Background: an optimization exercise with open tools, aiming at small area, a short achievable clock period and few clock cycles. Do not read the settings as production practice.
In this exercise RTL edits were held to simulation tests only and were not proved equivalent to the original.

Design muldiv_engine, start of the top module:
module muldiv_engine #(
    parameter int MULT_CYCLES = 5,
    parameter int DIV_CYCLES  = 10
) (
    input  logic        clk,
    input  logic        reset,
    input  logic        start,
    input  logic [2:0]  op,
    input  logic [31:0] d1,
    input  logic [31:0] d2,
    input  logic        flush,
    output logic        busy,
    output logic [31:0] hi,
    output logic [31:0] lo
);
    localparam int KM = 16;              
    localparam int KD = 4;               
    localparam int DW = 32 + KD - 1;     
    localparam logic [2:0] OP_MULT  = 3'd1;
    localparam logic [2:0] OP_MULTU = 3'd2;
    localparam logic [2:0] OP_DIV   = 3'd3;
    localparam logic [2:0] OP_DIVU  = 3'd4;
    localparam logic [2:0] OP_MTHI  = 3'd5;
    localparam logic [2:0] OP_MTLO  = 3'd6;
    localparam logic [2:0] S_IDLE = 3'd0;
    localparam logic [2:0] S_MUL  = 3'd1;
    localparam logic [2:0] S_DIV1 = 3'd2;
    localparam logic [2:0] S_DIV  = 3'd3;
    localparam logic [2:0] S_POST = 3'd4;
    logic [2:0]    state_reg;
    logic [5:0]    cnt_reg;
    logic [31:0]   hi_reg, lo_reg;
    logic [DW-1:0] x_reg;                
    logic          sgn_reg;              
  ...
clock: 130.0 ns
lec_check: 0
abc_area: 1
cap_margin: 20
core_margin: 2
core_utilization: 55
place_density: 0.7
slew_margin: 20
run.sh (not shown) runs the stock make flow with config.mk's settings and CLKGATE_MAP_FILE= SYNTH_SCRIPT=/design/flow/synth_recipe.tcl, a recipe that flattens the netlist after the stock synthesis.
The first run completed without violations.
Testbench counts at the start, summed over its fixed seeds: cycles 9,316.
==> next run, changes <==
==> flow/flow/run.sh (new file) <==
#!/bin/bash
set -euo pipefail
bash standard.sh SETUP_SLACK_MARGIN=101.7 finish > standard_flow.log 2>&1
==> flow/standard.sh (new file) <==
#!/bin/bash
# synth_recipe.tcl (not shown) runs the flow's synth.tcl, then flattens the netlist and writes it again
# the make line also repeats each setting of config.mk as NAME=value (left out here)
make -C /OpenROAD-flow-scripts/flow DESIGN_CONFIG=/design/flow/config.mk WORK_HOME=/design/flow/orfs CLKGATE_MAP_FILE= SYNTH_SCRIPT=/design/flow/synth_recipe.tcl "${@:-finish}"
--- a/flow/config.mk
+++ b/flow/config.mk
@@ -9 +9 @@
-export CAP_MARGIN = 20
+export CAP_MARGIN = 30
@@ -11,2 +11 @@
-export CORE_UTILIZATION = 55
-export PLACE_DENSITY = 0.7
+export CORE_UTILIZATION = 40
removed: flow/run.sh
Result: The changed run finished with timing, DRC and antenna clean; clock skew went down by 0.0046 ns; via count went down by about 2.8%; global-route usage went down by 13 points; hold slack gains 0.041 ns; worst setup slack gains 1.2 ns; sequential cell count does not change; area after synthesis is unchanged; routed wire length went up by 2.3%; sequential share of layout area went down by 0.22 points.

========
## v6
Another version of the RTL of muldiv_engine (not shown whole).
For scale: ~110 flip-flops, roughly 0.032 sq mm of cells after synthesis.
Design muldiv_engine, start of the top module:
module muldiv_engine #(
    parameter int MULT_CYCLES = 5,
    parameter int DIV_CYCLES  = 10
) (
    input  logic        clk,
    input  logic        reset,
    input  logic        start,
    input  logic [2:0]  op,
    input  logic [31:0] d1,
    input  logic [31:0] d2,
    input  logic        flush,
    output logic        busy,
    output logic [31:0] hi,
    output logic [31:0] lo
);
Settings: LEC_CHECK=0, ABC_AREA=1, CAP_MARGIN=50, CORE_MARGIN=2, CORE_UTILIZATION=40, SLEW_MARGIN=75; clock period 130.0 ns.
Stock flow here: none of the scripts above is used.
v6 has completed all stages; timing, DRC and antenna checks passed.
Testbench counts of v6, summed over its fixed seeds: cycles 9,939.
For v7, these inputs were changed with respect to v6:
- swapping 50 for 20 in CAP_MARGIN
- swapping 75 for 20 in SLEW_MARGIN
Findings:
- v7 vs v6 on share of the cycle needed by the critical path after routing: v7 is the higher one.
- v6 → v7: standard cell area after detailed placement shows a reduction of about 4%.
- | overall routed net length | v7 vs v6 | about 0.5% lower |
- Share of synthesized flip-flops with an asynchronous set or reset: v6 vs v7 identical
- v7 against v6: number of cells after detailed placement fell by 0.56%.

========
muldiv_engine, a different RTL version from the one above (not shown whole).
Size: ~4600 cells after synthesis, roughly 110 flip-flops, roughly 140 I/O pins.
==> flow/config.mk <==
export PLATFORM = sky130hd
export DESIGN_NAME = muldiv_engine
export DESIGN_NICKNAME = muldiv_engine
export VERILOG_FILES = /design/flow/design.v
export SDC_FILE = /design/flow/constraint.sdc
export NUM_CORES = 4
export LEC_CHECK = 0
export ABC_AREA = 1
export CAP_MARGIN = 20
export CORE_MARGIN = 2
export CORE_UTILIZATION = 40
export SLEW_MARGIN = 20
==> flow/constraint.sdc <==
create_clock -name core_clock -period 130.0 [get_ports {clk}]
set_input_delay 26.0000 -clock core_clock [delete_from_list [all_inputs] [get_ports {clk}]]
set_output_delay 26.0000 -clock core_clock [all_outputs]
set_load 0.01 [all_outputs]
standard.sh (not shown) runs the stock make flow with config.mk's settings and CLKGATE_MAP_FILE= SYNTH_SCRIPT=/design/flow/synth_recipe.tcl, a recipe that flattens the netlist after the stock synthesis.
==> flow/flow/run.sh <==
#!/bin/bash
set -euo pipefail
bash standard.sh SETUP_SLACK_MARGIN=102.7 finish > standard_flow.log 2>&1
The starting point finished with timing, DRC and antenna clean.
Testbench counts at the start, summed over its fixed seeds: cycles 9,538.
Change:
==> flow/run.sh (new file) <==
#!/bin/bash
# synth_recipe.tcl (not shown) runs the flow's synth.tcl, then flattens the netlist and writes it again
# the make line also repeats each setting of config.mk as NAME=value (left out here)
make -C /OpenROAD-flow-scripts/flow DESIGN_CONFIG=/design/flow/config.mk WORK_HOME=/design/flow/orfs CLKGATE_MAP_FILE= SYNTH_SCRIPT=/design/flow/synth_recipe.tcl finish
CAP_MARGIN = 50   (was 20)
removed: flow/flow/run.sh
removed: flow/standard.sh
=> The new run ran to the end with no violations; cell area falls by a few percent; worst hold slack degrades by 0.060 ns; fmax shrinks by a few percent; die area is unchanged; critical path depth rises by 2; worst setup slack degrades by 1.1 ns; synthesized area is unchanged; count of clock-buffer cells in the layout rose by 2; clock skew barely changes; via count is lower by a few percent.
Change:
CAP_MARGIN = 20   (was 50)
Outcome:
- The changed run went through all stages and came out clean
- utilization is lower by 0.31 points
- hold slack is about the same
- critical path depth is unchanged
- non-clock buffer count is lower by 35
- worst setup slack improved by 0.027 ns
- synthesized area stays the same
- clock skew is lower by 0.0070 ns
- fmax hardly moves
- via count barely changes
- final area is lower by 0.69%

========
== tundra ==
RTL: one of the versions met above, not the one the previous note started from.
Size in the first run: roughly 110 flip-flops, ~140 I/O pins.
make LEC_CHECK=0 ABC_AREA=1 CAP_MARGIN=20 CORE_MARGIN=2 CORE_UTILIZATION=50 SLEW_MARGIN=20 finish   # period 130.0 ns
run.sh (not shown) runs the stock make flow with config.mk's settings and CLKGATE_MAP_FILE= SYNTH_SCRIPT=/design/flow/synth_recipe.tcl, a recipe that flattens the netlist after the stock synthesis.
Stock flow here: none of the scripts above is used.
Every stage of the flow completed for tundra, and the final layout passed the timing, design-rule and antenna checks.
Testbench counts of tundra, summed over its fixed seeds: cycles 9,316.
The following lists how violet was set up differently from tundra:
Settings: CORE_UTILIZATION now 40, was 50.
Results
No stage failed in violet, and the final checks on the layout all came back clean. Relative to tundra, upper clock frequency limit has gone down in violet. Post-DP HPWL of violet exceeds that of tundra by a few percent. Non-clock buffer count (lower): violet. Clock network area share essentially unchanged between violet and tundra. [compare] base=tundra new=violet: count of vias placed by the detailed router decreased by 0.67% relative to the old numbers, area overhead of the layout relative to synthesis increased by 0.34 points relative to the old numbers, routed wire length increased by 7100 um relative to the old numbers, sequential share of layout area closely matched the old numbers. Design area (lower): tundra.
> inputs changed (violet -> onyx)
Settings: CAP_MARGIN changed from 20 to 30; CORE_UTILIZATION changed from 40 to 50.
==> flow/flow/run.sh (new file) <==
#!/bin/bash
set -euo pipefail
bash standard.sh SETUP_SLACK_MARGIN=101.5 finish > standard_flow.log 2>&1
==> flow/standard.sh (new file) <==
#!/bin/bash
# synth_recipe.tcl (not shown) runs the flow's synth.tcl, then flattens the netlist and writes it again
# the make line also repeats each setting of config.mk as NAME=value (left out here)
make -C /OpenROAD-flow-scripts/flow DESIGN_CONFIG=/design/flow/config.mk WORK_HOME=/design/flow/orfs CLKGATE_MAP_FILE= SYNTH_SCRIPT=/design/flow/synth_recipe.tcl "${@:-finish}"
removed: flow/run.sh
## What came out
The lower met1 wire length of onyx and violet is in onyx.
Diff violet..onyx | distinct cell type count of the synthesized netlist | unchanged
As far as count of cells along the worst hold path goes, onyx and violet are indistinguishable; the numbers are identical.
onyx has completed all stages; timing, DRC and antenna checks passed.
violet: done, clean on timing, DRC and antenna
Taking violet as the reference, in onyx met3 routing resource usage after global routing grew by 4.3 points, maximum frequency shows an increase of 0.0016 GHz, worst setup slack +1.39 ns, area after synthesis level.
The run with more routed wire is violet, not onyx.
Per the comparison of onyx with violet, count of clock-buffer cells in the layout went down by 2; pre-CTS setup slack went up by 0.61 ns; global-route met2 utilization went up by 7.4 points.

## what the ideal ports hide
The results above use ideal ports. As a check the final layouts listed here were re-extracted and re-timed, cells and wires unchanged.
Step 1 assumes that a clkbuf_16 drives the clock port and a buf_2 every other input.
Step 2 also shifts input and output timing later by t, the mid clock arrival at the registers, as if the neighbouring blocks saw the same clock.
Three values: ideal ports, drivers, drivers and shift; two values: the first two.
run | t (ns) | slack for setup (ns) | worst register clock-pin slew, ns | cell pins on the clock port's net
the first run of note 1 | 0.447 | 100.363 / 100.399 / 99.952 | 0.09 / 0.09 | 1
the second run of note 1 | 0.461 | 101.596 / 101.621 / 101.161 | 0.09 / 0.09 | 1
v6 | 0.472 | 101.425 / 101.463 / 100.991 | 0.11 / 0.11 | 1
v7 | 0.465 | 100.964 / 100.999 / 100.534 | 0.11 / 0.11 | 1
the first run of note 3 | 0.463 | 101.749 / 101.779 / 101.317 | 0.10 / 0.10 | 1
the second run of note 3 | 0.473 | 100.688 / 100.665 / 100.192 | 0.10 / 0.10 | 1
the third run of note 3 | 0.465 | 100.715 / 100.684 / 100.219 | 0.09 / 0.09 | 1
tundra | 0.446 | 100.779 / 100.815 / 100.369 | 0.09 / 0.09 | 1
violet | 0.456 | 100.196 / 100.232 / 99.777 | 0.09 / 0.09 | 1
onyx | 0.457 | 101.588 / 101.621 / 101.164 | 0.09 / 0.09 | 1
After both steps setup and hold are still met in every run listed.
